From an optimization exercise on the open Yosys and OpenROAD flow, aimed at small area; shortcuts taken in it are not production practice.
RTL that was checked went through simulation tests only; none was proved equivalent to the original.
Power figures rest on the tool's default switching activity, not on a simulated workload.

==> inputs of branch juniper <==
==> flow/design.v (excerpt) <==
module mmu_top (
  input  logic      clk_i,
  input  logic      rst_ni,
  input  logic      enable_translation_i,
  input  logic      flush_tlb_i,
  input  mmu_pkg::ppn_t      satp_ppn_i,
  input  mmu_pkg::priv_lvl_t priv_lvl_i,
  input  mmu_pkg::priv_lvl_t ld_st_priv_lvl_i,
  input  logic      sum_i,
  input  logic      fetch_req_i,
  input  mmu_pkg::vaddr_t    fetch_vaddr_i,
  output logic      fetch_valid_o,
  output mmu_pkg::paddr_t    fetch_paddr_o,
  output mmu_pkg::exc_t      fetch_exc_o,
  input  logic      lsu_req_i,
  input  logic      lsu_is_store_i,
  input  mmu_pkg::vaddr_t    lsu_vaddr_i,
  output logic      lsu_dtlb_hit_o,
  output mmu_pkg::ppn_t      lsu_dtlb_ppn_o,
  output logic      lsu_valid_o,
  output mmu_pkg::paddr_t    lsu_paddr_o,
  output mmu_pkg::exc_t      lsu_exc_o,
  output logic      mem_req_o,
  output mmu_pkg::paddr_t    mem_addr_o,
  input  logic      mem_rvalid_i,
  input  mmu_pkg::pte_t      mem_rdata_i
);
  localparam logic [1:0] IDLE = 2'd0, READ = 2'd1, WAIT = 2'd2, DONE = 2'd3;
  logic        en;
  assign en = enable_translation_i;
  logic [1:0]  state_q;
  logic [1:0]  level_q;
  logic        owner_d_q;
  ...
clock: 8.5 ns
lec_check: 0
cap_margin: 20
core_margin: 2
core_utilization: 84
slew_margin: 20
standard.sh (not shown) runs the stock make flow with config.mk's settings and CLKGATE_MAP_FILE= SYNTH_SCRIPT=/design/flow/synth_recipe.tcl, a recipe that flattens the netlist after the stock synthesis.
==> flow/flow/run.sh <==
#!/bin/bash
# Standard layout, with the smallest buffer on the ports, no dummy clock loads
# and larger clock sink clusters.
set -euo pipefail
export BUFFER_PORTS_ARGS="-buffer_cell sky130_fd_sc_hd__buf_1"
export CTS_ARGS="-sink_clustering_enable -repair_clock_nets -dont_use_dummy_load -buf_list sky130_fd_sc_hd__clkbuf_8 -sink_clustering_size 16 -sink_clustering_max_diameter 45"
bash standard.sh > standard_flow.log 2>&1
==> branch delta (differences from branch juniper) <==
--- a/flow/design.v
+++ b/flow/design.v
@@ -143,111 +143,16 @@
     if (wr_i) begin
       vpn_q[victim_q]  <= {wr_vpn_i[26:1], wr_m0_i ? wr_m1_i : wr_vpn_i[0]};
       ppn_q[victim_q]  <= wr_ppn_i;
       perm_q[victim_q] <= wr_perm_i;
       m0_q[victim_q]   <= wr_m0_i;
     end
   end
 endmodule
-module mmu_itlb (
-  input  logic        clk_i,
-  input  logic        rst_ni,
-  input  logic        flush_i,
-  input  logic        en_i,         
-  input  logic [26:0] lu_vpn_i,     
-  output logic        lu_hit_o,
-  output logic [43:0] lu_ppn_o,     
-  output logic [1:0]  lu_perm_o,
-  input  logic        wr_early_i,   
-  input  logic [43:0] wr_early_ppn_i,
-  input  logic [1:0]  wr_early_perm_i,
-  input  logic        wr_commit_i,  
-  input  logic [43:0] wr_late_ppn_i,
-  input  logic [1:0]  wr_late_perm_i,
-  input  logic        wr_m1_i,
-  input  logic        wr_m0_i
-);
-  logic [3:0]  valid_q;
-  logic [1:0]  vpos_q;      
-  logic        early_q;     
-  logic [26:0] vpn_q  [4];
-  logic [43:0] ppn_q  [4];
-  logic [1:0]  perm_q [4];
-  logic [3:0]  m0_q;
-  logic [3:0]  m1_q;
-  logic [3:0]  match;
-  logic        m1, m0;
-  logic        ins_early, ins;
-  logic [26:0] wr_vpn;
-  logic [43:0] wr_ppn;
-  logic [1:0]  wr_perm;
-  always_comb begin
-    for (int i = 0; i < 4; i++) begin
-      m1_q[i]  = m0_q[i] && vpn_q[i][0];
-      match[i] = valid_q[i] && (vpn_q[i][26:18] == lu_vpn_i[26:18])
-                 && (m1_q[i] || (vpn_q[i][17:9] == lu_vpn_i[17:9]))
-                 && (m0_q[i] || (vpn_q[i][8:0] == lu_vpn_i[8:0]));
-    end
-    lu_hit_o  = (match != '0);
-    m1        = 1'b0;
-    m0        = 1'b0;
-    lu_perm_o = '0;
-    for (int i = 0; i < 4; i++) begin
-      m1        = m1 | (match[i] & m1_q[i]);
-      m0        = m0 | (match[i] & m0_q[i]);
-      lu_perm_o = lu_perm_o | ({2{match[i]}} & perm_q[i]);
-    end
-    lu_ppn_o = {17'b0, lu_vpn_i[26:18] & {9{!en_i}},
-                lu_vpn_i[17:9] & {9{!en_i || m1}}, lu_vpn_i[8:0] & {9{!en_i || m0}}};
-    for (int i = 0; i < 4; i++) begin
-      lu_ppn_o = lu_ppn_o | ({44{match[i] && en_i}} & ppn_q[i]);
-    end
-  end
-  assign ins_early = wr_early_i && vpos_q[0];
-  assign ins       = ins_early || (wr_commit_i && !early_q);
-  assign wr_vpn    = {lu_vpn_i[26:1], wr_m0_i ? wr_m1_i : lu_vpn_i[0]};
-  assign wr_ppn    = wr_early_i ? wr_early_ppn_i : wr_late_ppn_i;
-  assign wr_perm   = wr_early_i ? wr_early_perm_i : wr_late_perm_i;
-  always_ff @(posedge clk_i or negedge rst_ni) begin
-    if (!rst_ni) begin
-      valid_q <= '0;
-      vpos_q  <= '0;
-    end else begin
-      for (int i = 0; i < 4; i++) begin
-        if (flush_i) begin
-          valid_q[(i + 1) % 4] <= 1'b0;
-        end else if (vpos_q == 2'(i) && ins_early) begin
-          valid_q[(i + 1) % 4] <= 1'b0;
-        end else if (vpos_q == 2'(i) && wr_commit_i) begin
-          valid_q[(i + 1) % 4] <= 1'b1;
-        end else begin
-          valid_q[(i + 1) % 4] <= valid_q[i];
-        end
-      end
-      vpos_q <= vpos_q + ((wr_commit_i && !flush_i) ? 2'd2 : 2'd1);
-    end
-  end
-  always_ff @(posedge clk_i) begin
-    early_q <= ins_early;
-    for (int i = 0; i < 4; i++) begin
-      if (i % 2 == 1 && ins && vpos_q == 2'(i)) begin
-        vpn_q[(i + 1) % 4]  <= wr_vpn;
-        ppn_q[(i + 1) % 4]  <= wr_ppn;
-        perm_q[(i + 1) % 4] <= wr_perm;
-        m0_q[(i + 1) % 4]   <= wr_m0_i;
-      end else begin
-        vpn_q[(i + 1) % 4]  <= vpn_q[i];
-        ppn_q[(i + 1) % 4]  <= ppn_q[i];
-        perm_q[(i + 1) % 4] <= perm_q[i];
-        m0_q[(i + 1) % 4]   <= m0_q[i];
-      end
-    end
-  end
-endmodule
 `timescale 1ns/100ps
 module mmu_top (
   input  logic      clk_i,
   input  logic      rst_ni,
   input  logic      enable_translation_i,
   input  logic      flush_tlb_i,
   input  mmu_pkg::ppn_t      satp_ppn_i,
   input  mmu_pkg::priv_lvl_t priv_lvl_i,
@@ -326,43 +231,38 @@
       err_q <= pte_fault;
     end
     if (grant && dreq) begin
       dva_q <= lsu_vaddr_i;
     end
   end
   assign idone = (state_q == DONE) && !owner_d_q;
   assign ddone = (state_q == DONE) && owner_d_q;
-  logic        ihit_raw;
-  logic [3:0]  dmatch;
+  logic [3:0]  imatch, dmatch;
   logic [43:0] ippn, dppn;
   logic [1:0]  iperm;    
   logic [2:0]  dperm;    
-  logic pte_ok;
-  assign pte_ok = (state_q == WAIT) && mem_rvalid_i && pte_leaf && !pte_fault;
-  mmu_itlb i_itlb (
+  mmu_tlb #(.PW(2)) i_itlb (
     .clk_i, .rst_ni, .flush_i(flush_tlb_i), .en_i(en),
-    .lu_vpn_i(fetch_vaddr_i[38:12]), .lu_hit_o(ihit_raw), .lu_ppn_o(ippn),
+    .lu_vpn_i(fetch_vaddr_i[38:12]), .lu_match_o(imatch), .lu_ppn_o(ippn),
     .lu_perm_o(iperm),
-    .wr_early_i(pte_ok && !owner_d_q),
-    .wr_early_ppn_i(mem_rdata_i.ppn), .wr_early_perm_i({mem_rdata_i.u, mem_rdata_i.x}),
-    .wr_commit_i(idone && !err_q),
-    .wr_late_ppn_i(ppn_q), .wr_late_perm_i(pbits_q[3:2]),
-    .wr_m1_i(level_q == 2'd2), .wr_m0_i(level_q != 2'd0)
+    .wr_i(idone && !err_q), .wr_vpn_i(fetch_vaddr_i[38:12]),
+    .wr_ppn_i(ppn_q), .wr_m1_i(level_q == 2'd2), .wr_m0_i(level_q != 2'd0),
+    .wr_perm_i(pbits_q[3:2])
   );
   mmu_tlb #(.PW(3)) i_dtlb (
     .clk_i, .rst_ni, .flush_i(flush_tlb_i), .en_i(en),
     .lu_vpn_i(lsu_vaddr_i[38:12]), .lu_match_o(dmatch), .lu_ppn_o(dppn),
     .lu_perm_o(dperm),
     .wr_i(ddone && !err_q), .wr_vpn_i(dva_q[38:12]),
     .wr_ppn_i(ppn_q), .wr_m1_i(level_q == 2'd2), .wr_m0_i(level_q != 2'd0),
     .wr_perm_i({pbits_q[3], pbits_q[1:0]})
   );
   logic ihit, canonical, ipriv_err, ibad;
-  assign ihit      = fetch_req_i && ihit_raw;
+  assign ihit      = fetch_req_i && (imatch != '0);
   assign canonical = (fetch_vaddr_i[38] == fetch_vaddr_i[37]);
   assign ibad      = fetch_req_i && !canonical;
   assign ipriv_err = ((priv_lvl_i == mmu_pkg::PRIV_LVL_U) && !iperm[1])
                      || ((priv_lvl_i == mmu_pkg::PRIV_LVL_S) && iperm[1]);
   assign ireq      = en && !ibad && !ihit && fetch_req_i;
   always_comb begin
     fetch_valid_o     = fetch_req_i;
     fetch_exc_o.valid = 1'b0;
==> flow/flow/run.sh (replaced) <==
#!/bin/bash
# Standard layout, with the smallest buffer on the ports and no dummy clock loads.
set -euo pipefail
export BUFFER_PORTS_ARGS="-buffer_cell sky130_fd_sc_hd__buf_1"
export CTS_ARGS="-sink_clustering_enable -repair_clock_nets -dont_use_dummy_load"
bash standard.sh > standard_flow.log 2>&1
Settings changed: CORE_UTILIZATION 84 to 40, CTS_BUF_LIST set to sky130_fd_sc_hd__clkbuf_8, CTS_CLUSTER_DIAMETER set to 40, CTS_CLUSTER_SIZE set to 20.
==> metrics.md <==
| Metric | Value |
|---|---|
| Slew HR | `28.7%` |
| Crit Path Max Fanout | `45` |
| PwrDens | `232 mW/mm^2` |
| Met3 Usage GRT | `4.35%` |
| Status | `complete, no violations` |
| Worst Setup SP | `fetch_vaddr_i[29]` |
| Sw Pwr | `1930 uW` |
| Area of the multi-input gates | `0.00780 sq mm` |
| Leak | `0.0119 uW` |
Source of the figures above: branch delta

==> metrics.md <==
| Metric | Value |
|---|---|
| Status | `complete, no violations` |
| Slew HR | `22.5%` |
| Met3 Usage GRT | `8.37%` |
| Area of the multi-input gates | `0.00961 sq mm` |
| Sw Pwr | `2090 uW` |
| PwrDens | `236 mW/mm^2` |
| Leak | `0.0119 uW` |
| Crit Path Max Fanout | `18` |
| Worst Setup SP | `lsu_vaddr_i[30]` |
Source of the figures above: branch juniper

The RTL of branch delta was laid out without a check of its function.


==> run P: inputs <==
Starting RTL as in the previous note.
## mmu_top
module mmu_top (
  input  logic      clk_i,
  input  logic      rst_ni,
  input  logic      enable_translation_i,
  input  logic      flush_tlb_i,
  input  mmu_pkg::ppn_t      satp_ppn_i,
  input  mmu_pkg::priv_lvl_t priv_lvl_i,
  input  mmu_pkg::priv_lvl_t ld_st_priv_lvl_i,
  input  logic      sum_i,
  input  logic      fetch_req_i,
  input  mmu_pkg::vaddr_t    fetch_vaddr_i,
  output logic      fetch_valid_o,
  output mmu_pkg::paddr_t    fetch_paddr_o,
  output mmu_pkg::exc_t      fetch_exc_o,
  input  logic      lsu_req_i,
  input  logic      lsu_is_store_i,
  input  mmu_pkg::vaddr_t    lsu_vaddr_i,
  output logic      lsu_dtlb_hit_o,
  output mmu_pkg::ppn_t      lsu_dtlb_ppn_o,
  output logic      lsu_valid_o,
  output mmu_pkg::paddr_t    lsu_paddr_o,
  output mmu_pkg::exc_t      lsu_exc_o,
  output logic      mem_req_o,
  output mmu_pkg::paddr_t    mem_addr_o,
  input  logic      mem_rvalid_i,
  input  mmu_pkg::pte_t      mem_rdata_i
);
==> flow/config.mk <==
export PLATFORM = sky130hd
export DESIGN_NAME = mmu_top
export DESIGN_NICKNAME = mmu_top
export VERILOG_FILES = /design/flow/design.v
export SDC_FILE = /design/flow/constraint.sdc
export NUM_CORES = 4
export LEC_CHECK = 0
export CAP_MARGIN = 20
export CORE_MARGIN = 2
export CORE_UTILIZATION = 70
export SLEW_MARGIN = 20
==> flow/constraint.sdc <==
create_clock -name core_clock -period 8.5 [get_ports {clk_i}]
set_input_delay 1.7000 -clock core_clock [delete_from_list [all_inputs] [get_ports {clk_i}]]
set_output_delay 1.7000 -clock core_clock [all_outputs]
set_load 0.01 [all_outputs]
==> flow/flow/run.sh <==
#!/bin/bash
# Standard layout, with the smallest buffer on the ports, no dummy clock loads
# and larger clock sink clusters.
set -euo pipefail
export BUFFER_PORTS_ARGS="-buffer_cell sky130_fd_sc_hd__buf_1"
export CTS_ARGS="-sink_clustering_enable -repair_clock_nets -dont_use_dummy_load -buf_list sky130_fd_sc_hd__clkbuf_16 -sink_clustering_size 32 -sink_clustering_max_diameter 60"
bash standard.sh > standard_flow.log 2>&1
==> inputs of run D, as changes to run P <==
--- a/flow/design.v
+++ b/flow/design.v
@@ -144,109 +144,14 @@
       vpn_q[victim_q]  <= {wr_vpn_i[26:1], wr_m0_i ? wr_m1_i : wr_vpn_i[0]};
       ppn_q[victim_q]  <= wr_ppn_i;
       perm_q[victim_q] <= wr_perm_i;
       m0_q[victim_q]   <= wr_m0_i;
     end
   end
 endmodule
-module mmu_itlb (
-  input  logic        clk_i,
-  input  logic        rst_ni,
-  input  logic        flush_i,
-  input  logic        en_i,         
-  input  logic [26:0] lu_vpn_i,     
-  output logic        lu_hit_o,
-  output logic [43:0] lu_ppn_o,     
-  output logic [1:0]  lu_perm_o,
-  input  logic        wr_early_i,   
-  input  logic [43:0] wr_early_ppn_i,
-  input  logic [1:0]  wr_early_perm_i,
-  input  logic        wr_commit_i,  
-  input  logic [43:0] wr_late_ppn_i,
-  input  logic [1:0]  wr_late_perm_i,
-  input  logic        wr_m1_i,
-  input  logic        wr_m0_i
-);
-  logic [3:0]  valid_q;
-  logic [1:0]  vpos_q;      
-  logic        early_q;     
-  logic [26:0] vpn_q  [4];
-  logic [43:0] ppn_q  [4];
-  logic [1:0]  perm_q [4];
-  logic [3:0]  m0_q;
-  logic [3:0]  m1_q;
-  logic [3:0]  match;
-  logic        m1, m0;
-  logic        ins_early, ins;
-  logic [26:0] wr_vpn;
-  logic [43:0] wr_ppn;
-  logic [1:0]  wr_perm;
-  always_comb begin
-    for (int i = 0; i < 4; i++) begin
-      m1_q[i]  = m0_q[i] && vpn_q[i][0];
-      match[i] = valid_q[i] && (vpn_q[i][26:18] == lu_vpn_i[26:18])
-                 && (m1_q[i] || (vpn_q[i][17:9] == lu_vpn_i[17:9]))
-                 && (m0_q[i] || (vpn_q[i][8:0] == lu_vpn_i[8:0]));
-    end
-    lu_hit_o  = (match != '0);
-    m1        = 1'b0;
-    m0        = 1'b0;
-    lu_perm_o = '0;
-    for (int i = 0; i < 4; i++) begin
-      m1        = m1 | (match[i] & m1_q[i]);
-      m0        = m0 | (match[i] & m0_q[i]);
-      lu_perm_o = lu_perm_o | ({2{match[i]}} & perm_q[i]);
-    end
-    lu_ppn_o = {17'b0, lu_vpn_i[26:18] & {9{!en_i}},
-                lu_vpn_i[17:9] & {9{!en_i || m1}}, lu_vpn_i[8:0] & {9{!en_i || m0}}};
-    for (int i = 0; i < 4; i++) begin
-      lu_ppn_o = lu_ppn_o | ({44{match[i] && en_i}} & ppn_q[i]);
-    end
-  end
-  assign ins_early = wr_early_i && vpos_q[0];
-  assign ins       = ins_early || (wr_commit_i && !early_q);
-  assign wr_vpn    = {lu_vpn_i[26:1], wr_m0_i ? wr_m1_i : lu_vpn_i[0]};
-  assign wr_ppn    = wr_early_i ? wr_early_ppn_i : wr_late_ppn_i;
-  assign wr_perm   = wr_early_i ? wr_early_perm_i : wr_late_perm_i;
-  always_ff @(posedge clk_i or negedge rst_ni) begin
-    if (!rst_ni) begin
-      valid_q <= '0;
-      vpos_q  <= '0;
-    end else begin
-      for (int i = 0; i < 4; i++) begin
-        if (flush_i) begin
-          valid_q[(i + 1) % 4] <= 1'b0;
-        end else if (vpos_q == 2'(i) && ins_early) begin
-          valid_q[(i + 1) % 4] <= 1'b0;
-        end else if (vpos_q == 2'(i) && wr_commit_i) begin
-          valid_q[(i + 1) % 4] <= 1'b1;
-        end else begin
-          valid_q[(i + 1) % 4] <= valid_q[i];
-        end
-      end
-      vpos_q <= vpos_q + ((wr_commit_i && !flush_i) ? 2'd2 : 2'd1);
-    end
-  end
-  always_ff @(posedge clk_i) begin
-    early_q <= ins_early;
-    for (int i = 0; i < 4; i++) begin
-      if (i % 2 == 1 && ins && vpos_q == 2'(i)) begin
-        vpn_q[(i + 1) % 4]  <= wr_vpn;
-        ppn_q[(i + 1) % 4]  <= wr_ppn;
-        perm_q[(i + 1) % 4] <= wr_perm;
-        m0_q[(i + 1) % 4]   <= wr_m0_i;
-      end else begin
-        vpn_q[(i + 1) % 4]  <= vpn_q[i];
-        ppn_q[(i + 1) % 4]  <= ppn_q[i];
-        perm_q[(i + 1) % 4] <= perm_q[i];
-        m0_q[(i + 1) % 4]   <= m0_q[i];
-      end
-    end
-  end
-endmodule
 `timescale 1ns/100ps
 module mmu_top (
   input  logic      clk_i,
   input  logic      rst_ni,
   input  logic      enable_translation_i,
   input  logic      flush_tlb_i,
   input  mmu_pkg::ppn_t      satp_ppn_i,
@@ -327,41 +232,36 @@
     end
     if (grant && dreq) begin
       dva_q <= lsu_vaddr_i;
     end
   end
   assign idone = (state_q == DONE) && !owner_d_q;
   assign ddone = (state_q == DONE) && owner_d_q;
-  logic        ihit_raw;
-  logic [3:0]  dmatch;
+  logic [3:0]  imatch, dmatch;
   logic [43:0] ippn, dppn;
   logic [1:0]  iperm;    
   logic [2:0]  dperm;    
-  logic pte_ok;
-  assign pte_ok = (state_q == WAIT) && mem_rvalid_i && pte_leaf && !pte_fault;
-  mmu_itlb i_itlb (
+  mmu_tlb #(.PW(2)) i_itlb (
     .clk_i, .rst_ni, .flush_i(flush_tlb_i), .en_i(en),
-    .lu_vpn_i(fetch_vaddr_i[38:12]), .lu_hit_o(ihit_raw), .lu_ppn_o(ippn),
+    .lu_vpn_i(fetch_vaddr_i[38:12]), .lu_match_o(imatch), .lu_ppn_o(ippn),
     .lu_perm_o(iperm),
-    .wr_early_i(pte_ok && !owner_d_q),
-    .wr_early_ppn_i(mem_rdata_i.ppn), .wr_early_perm_i({mem_rdata_i.u, mem_rdata_i.x}),
-    .wr_commit_i(idone && !err_q),
-    .wr_late_ppn_i(ppn_q), .wr_late_perm_i(pbits_q[3:2]),
-    .wr_m1_i(level_q == 2'd2), .wr_m0_i(level_q != 2'd0)
+    .wr_i(idone && !err_q), .wr_vpn_i(fetch_vaddr_i[38:12]),
+    .wr_ppn_i(ppn_q), .wr_m1_i(level_q == 2'd2), .wr_m0_i(level_q != 2'd0),
+    .wr_perm_i(pbits_q[3:2])
   );
   mmu_tlb #(.PW(3)) i_dtlb (
     .clk_i, .rst_ni, .flush_i(flush_tlb_i), .en_i(en),
     .lu_vpn_i(lsu_vaddr_i[38:12]), .lu_match_o(dmatch), .lu_ppn_o(dppn),
     .lu_perm_o(dperm),
     .wr_i(ddone && !err_q), .wr_vpn_i(dva_q[38:12]),
     .wr_ppn_i(ppn_q), .wr_m1_i(level_q == 2'd2), .wr_m0_i(level_q != 2'd0),
     .wr_perm_i({pbits_q[3], pbits_q[1:0]})
   );
   logic ihit, canonical, ipriv_err, ibad;
-  assign ihit      = fetch_req_i && ihit_raw;
+  assign ihit      = fetch_req_i && (imatch != '0);
   assign canonical = (fetch_vaddr_i[38] == fetch_vaddr_i[37]);
   assign ibad      = fetch_req_i && !canonical;
   assign ipriv_err = ((priv_lvl_i == mmu_pkg::PRIV_LVL_U) && !iperm[1])
                      || ((priv_lvl_i == mmu_pkg::PRIV_LVL_S) && iperm[1]);
   assign ireq      = en && !ibad && !ihit && fetch_req_i;
   always_comb begin
     fetch_valid_o     = fetch_req_i;
==> flow/flow/run.sh (replaced) <==
#!/bin/bash
# Standard layout, with the smallest buffer on the ports, no dummy clock loads
# and larger clock sink clusters.
set -euo pipefail
export BUFFER_PORTS_ARGS="-buffer_cell sky130_fd_sc_hd__buf_1"
export CTS_ARGS="-sink_clustering_enable -repair_clock_nets -dont_use_dummy_load -buf_list sky130_fd_sc_hd__clkbuf_16 -sink_clustering_size 30 -sink_clustering_max_diameter 60"
bash standard.sh > standard_flow.log 2>&1
- CORE_UTILIZATION: 70 -> 40
==> inputs of run A, as changes to run P <==
--- a/flow/design.v
+++ b/flow/design.v
@@ -144,109 +144,14 @@
       vpn_q[victim_q]  <= {wr_vpn_i[26:1], wr_m0_i ? wr_m1_i : wr_vpn_i[0]};
       ppn_q[victim_q]  <= wr_ppn_i;
       perm_q[victim_q] <= wr_perm_i;
       m0_q[victim_q]   <= wr_m0_i;
     end
   end
 endmodule
-module mmu_itlb (
-  input  logic        clk_i,
-  input  logic        rst_ni,
-  input  logic        flush_i,
-  input  logic        en_i,         
-  input  logic [26:0] lu_vpn_i,     
-  output logic        lu_hit_o,
-  output logic [43:0] lu_ppn_o,     
-  output logic [1:0]  lu_perm_o,
-  input  logic        wr_early_i,   
-  input  logic [43:0] wr_early_ppn_i,
-  input  logic [1:0]  wr_early_perm_i,
-  input  logic        wr_commit_i,  
-  input  logic [43:0] wr_late_ppn_i,
-  input  logic [1:0]  wr_late_perm_i,
-  input  logic        wr_m1_i,
-  input  logic        wr_m0_i
-);
-  logic [3:0]  valid_q;
-  logic [1:0]  vpos_q;      
-  logic        early_q;     
-  logic [26:0] vpn_q  [4];
-  logic [43:0] ppn_q  [4];
-  logic [1:0]  perm_q [4];
-  logic [3:0]  m0_q;
-  logic [3:0]  m1_q;
-  logic [3:0]  match;
-  logic        m1, m0;
-  logic        ins_early, ins;
-  logic [26:0] wr_vpn;
-  logic [43:0] wr_ppn;
-  logic [1:0]  wr_perm;
-  always_comb begin
-    for (int i = 0; i < 4; i++) begin
-      m1_q[i]  = m0_q[i] && vpn_q[i][0];
-      match[i] = valid_q[i] && (vpn_q[i][26:18] == lu_vpn_i[26:18])
-                 && (m1_q[i] || (vpn_q[i][17:9] == lu_vpn_i[17:9]))
-                 && (m0_q[i] || (vpn_q[i][8:0] == lu_vpn_i[8:0]));
-    end
-    lu_hit_o  = (match != '0);
-    m1        = 1'b0;
-    m0        = 1'b0;
-    lu_perm_o = '0;
-    for (int i = 0; i < 4; i++) begin
-      m1        = m1 | (match[i] & m1_q[i]);
-      m0        = m0 | (match[i] & m0_q[i]);
-      lu_perm_o = lu_perm_o | ({2{match[i]}} & perm_q[i]);
-    end
-    lu_ppn_o = {17'b0, lu_vpn_i[26:18] & {9{!en_i}},
-                lu_vpn_i[17:9] & {9{!en_i || m1}}, lu_vpn_i[8:0] & {9{!en_i || m0}}};
-    for (int i = 0; i < 4; i++) begin
-      lu_ppn_o = lu_ppn_o | ({44{match[i] && en_i}} & ppn_q[i]);
-    end
-  end
-  assign ins_early = wr_early_i && vpos_q[0];
-  assign ins       = ins_early || (wr_commit_i && !early_q);
-  assign wr_vpn    = {lu_vpn_i[26:1], wr_m0_i ? wr_m1_i : lu_vpn_i[0]};
-  assign wr_ppn    = wr_early_i ? wr_early_ppn_i : wr_late_ppn_i;
-  assign wr_perm   = wr_early_i ? wr_early_perm_i : wr_late_perm_i;
-  always_ff @(posedge clk_i or negedge rst_ni) begin
-    if (!rst_ni) begin
-      valid_q <= '0;
-      vpos_q  <= '0;
-    end else begin
-      for (int i = 0; i < 4; i++) begin
-        if (flush_i) begin
-          valid_q[(i + 1) % 4] <= 1'b0;
-        end else if (vpos_q == 2'(i) && ins_early) begin
-          valid_q[(i + 1) % 4] <= 1'b0;
-        end else if (vpos_q == 2'(i) && wr_commit_i) begin
-          valid_q[(i + 1) % 4] <= 1'b1;
-        end else begin
-          valid_q[(i + 1) % 4] <= valid_q[i];
-        end
-      end
-      vpos_q <= vpos_q + ((wr_commit_i && !flush_i) ? 2'd2 : 2'd1);
-    end
-  end
-  always_ff @(posedge clk_i) begin
-    early_q <= ins_early;
-    for (int i = 0; i < 4; i++) begin
-      if (i % 2 == 1 && ins && vpos_q == 2'(i)) begin
-        vpn_q[(i + 1) % 4]  <= wr_vpn;
-        ppn_q[(i + 1) % 4]  <= wr_ppn;
-        perm_q[(i + 1) % 4] <= wr_perm;
-        m0_q[(i + 1) % 4]   <= wr_m0_i;
-      end else begin
-        vpn_q[(i + 1) % 4]  <= vpn_q[i];
-        ppn_q[(i + 1) % 4]  <= ppn_q[i];
-        perm_q[(i + 1) % 4] <= perm_q[i];
-        m0_q[(i + 1) % 4]   <= m0_q[i];
-      end
-    end
-  end
-endmodule
 `timescale 1ns/100ps
 module mmu_top (
   input  logic      clk_i,
   input  logic      rst_ni,
   input  logic      enable_translation_i,
   input  logic      flush_tlb_i,
   input  mmu_pkg::ppn_t      satp_ppn_i,
@@ -327,41 +232,36 @@
     end
     if (grant && dreq) begin
       dva_q <= lsu_vaddr_i;
     end
   end
   assign idone = (state_q == DONE) && !owner_d_q;
   assign ddone = (state_q == DONE) && owner_d_q;
-  logic        ihit_raw;
-  logic [3:0]  dmatch;
+  logic [3:0]  imatch, dmatch;
   logic [43:0] ippn, dppn;
   logic [1:0]  iperm;    
   logic [2:0]  dperm;    
-  logic pte_ok;
-  assign pte_ok = (state_q == WAIT) && mem_rvalid_i && pte_leaf && !pte_fault;
-  mmu_itlb i_itlb (
+  mmu_tlb #(.PW(2)) i_itlb (
     .clk_i, .rst_ni, .flush_i(flush_tlb_i), .en_i(en),
-    .lu_vpn_i(fetch_vaddr_i[38:12]), .lu_hit_o(ihit_raw), .lu_ppn_o(ippn),
+    .lu_vpn_i(fetch_vaddr_i[38:12]), .lu_match_o(imatch), .lu_ppn_o(ippn),
     .lu_perm_o(iperm),
-    .wr_early_i(pte_ok && !owner_d_q),
-    .wr_early_ppn_i(mem_rdata_i.ppn), .wr_early_perm_i({mem_rdata_i.u, mem_rdata_i.x}),
-    .wr_commit_i(idone && !err_q),
-    .wr_late_ppn_i(ppn_q), .wr_late_perm_i(pbits_q[3:2]),
-    .wr_m1_i(level_q == 2'd2), .wr_m0_i(level_q != 2'd0)
+    .wr_i(idone && !err_q), .wr_vpn_i(fetch_vaddr_i[38:12]),
+    .wr_ppn_i(ppn_q), .wr_m1_i(level_q == 2'd2), .wr_m0_i(level_q != 2'd0),
+    .wr_perm_i(pbits_q[3:2])
   );
   mmu_tlb #(.PW(3)) i_dtlb (
     .clk_i, .rst_ni, .flush_i(flush_tlb_i), .en_i(en),
     .lu_vpn_i(lsu_vaddr_i[38:12]), .lu_match_o(dmatch), .lu_ppn_o(dppn),
     .lu_perm_o(dperm),
     .wr_i(ddone && !err_q), .wr_vpn_i(dva_q[38:12]),
     .wr_ppn_i(ppn_q), .wr_m1_i(level_q == 2'd2), .wr_m0_i(level_q != 2'd0),
     .wr_perm_i({pbits_q[3], pbits_q[1:0]})
   );
   logic ihit, canonical, ipriv_err, ibad;
-  assign ihit      = fetch_req_i && ihit_raw;
+  assign ihit      = fetch_req_i && (imatch != '0);
   assign canonical = (fetch_vaddr_i[38] == fetch_vaddr_i[37]);
   assign ibad      = fetch_req_i && !canonical;
   assign ipriv_err = ((priv_lvl_i == mmu_pkg::PRIV_LVL_U) && !iperm[1])
                      || ((priv_lvl_i == mmu_pkg::PRIV_LVL_S) && iperm[1]);
   assign ireq      = en && !ibad && !ihit && fetch_req_i;
   always_comb begin
     fetch_valid_o     = fetch_req_i;
==> flow/flow/run.sh (replaced) <==
#!/bin/bash
# Standard layout, with the smallest buffer on the ports and no dummy clock loads.
set -euo pipefail
export BUFFER_PORTS_ARGS="-buffer_cell sky130_fd_sc_hd__buf_1"
export CTS_ARGS="-sink_clustering_enable -repair_clock_nets -dont_use_dummy_load"
bash standard.sh > standard_flow.log 2>&1
- CORE_UTILIZATION: 70 -> 40
- CTS_BUF_LIST: not set -> sky130_fd_sc_hd__clkbuf_16
- CTS_CLUSTER_DIAMETER: not set -> 60
- CTS_CLUSTER_SIZE: not set -> 30
==> qor summary <==
item	run A	run D	run P
Width of the chip	281 um	281 um	210 um
Xor and xnor fraction of the mapped netlist area	6.28%	6.28%	6.52%
Placed wire-length estimate after detailed placement	59.3 mm	59.3 mm	54.3 mm
Initial standard-cell utilization of the core	40.4%	40.4%	70.9%
Clock slew seen by the registers of the worst setup and hold paths	60 ps	70 ps	110 ps
Count of inserted tapcells	1030	1030	539
Fin area	0.0351 mm2	0.0344 mm2	0.0320 mm2
Number of diodes added for antenna fixing	2	3	1
Mean area per synthesized cell	15.0 um2	15.0 um2	12.2 um2
Tightest hold margin	471 ps	475 ps	319 ps
Multi-input combinational cell count	1080	1080	1445
Launching instance or port of the critical path	fetch_vaddr_i[29]	fetch_vaddr_i[29]	fetch_vaddr_i[27]
Inverter count of the layout excluding clock inverters	30	30	19
Total of clock buffers placed in the layout	83	57	39
Number of clock sinks seen by CTS	760	760	761
Routed length on met1	34.9 mm	35.0 mm	31.2 mm
Dominant cell by count in the synthesized netlist	sky130_fd_sc_hd__edfxtp_1	sky130_fd_sc_hd__edfxtp_1	sky130_fd_sc_hd__dfxtp_1
Top cell type's share of synthesized area	62.4%	62.4%	34.5%
Status	timing/DRC/antenna clean	timing/DRC/antenna clean	timing/DRC/antenna clean
Multi-input logic portion of the cell area	22.2%	22.7%	30.0%
CP max-delay cell	sky130_fd_sc_hd__buf_1	sky130_fd_sc_hd__buf_1	sky130_fd_sc_hd__and2_2
Clock net power	3000 uW	2350 uW	1890 uW
Setup ws final	982 ps	1050 ps	1360 ps
Maximum number of pins on one net before global-route repair	65	65	85
Internal power component	6200 uW	5660 uW	5600 uW
Pre-CTS setup slack	954 ps	954 ps	1440 ps
Only the layout flow was run in run D and run A; the RTL was not checked for function there.

-- separate check: timing with driven ports --
How much do the figures lean on ideal ports? The routed layouts below were timed once more, with nothing changed but the port constraints. Step 1 (the two cells are an assumption about what drives the block):
set clk [get_ports {clk_i}]
set_driving_cell -lib_cell sky130_fd_sc_hd__clkbuf_16 $clk
set_driving_cell -lib_cell sky130_fd_sc_hd__buf_2 [delete_from_list [all_inputs] $clk]
Step 2, shift: input delay + t, output delay - t, t = (earliest + latest rising clock arrival at the registers) / 2. This alone moves slack from input paths to output paths. Three values: ideal ports, drivers, drivers and shift; two values: the first two.
run | t (ns) | setup WS [ns] | worst setup path after step 2 | worst slew at a driven data input, ns | pins driven straight from the clock port
branch juniper | 0.704 | 1.368 / 1.337 / 1.337 | input to output | 0.19 | 1
branch delta | 0.672 | 0.982 / 0.957 / 0.957 | input to output | 0.22 | 1
run P | 0.650 | 1.365 / 1.340 / 1.340 | input to output | 0.13 | 1
run D | 0.677 | 1.047 / 1.022 / 1.022 | input to output | 0.22 | 1
run A | 0.672 | 0.982 / 0.957 / 0.957 | input to output | 0.22 | 1
After both steps setup and hold are still met in every run listed. For branch juniper, which loses most, drivers alone change the setup slack by -0.031 ns; drivers and shift together by -0.031 ns.
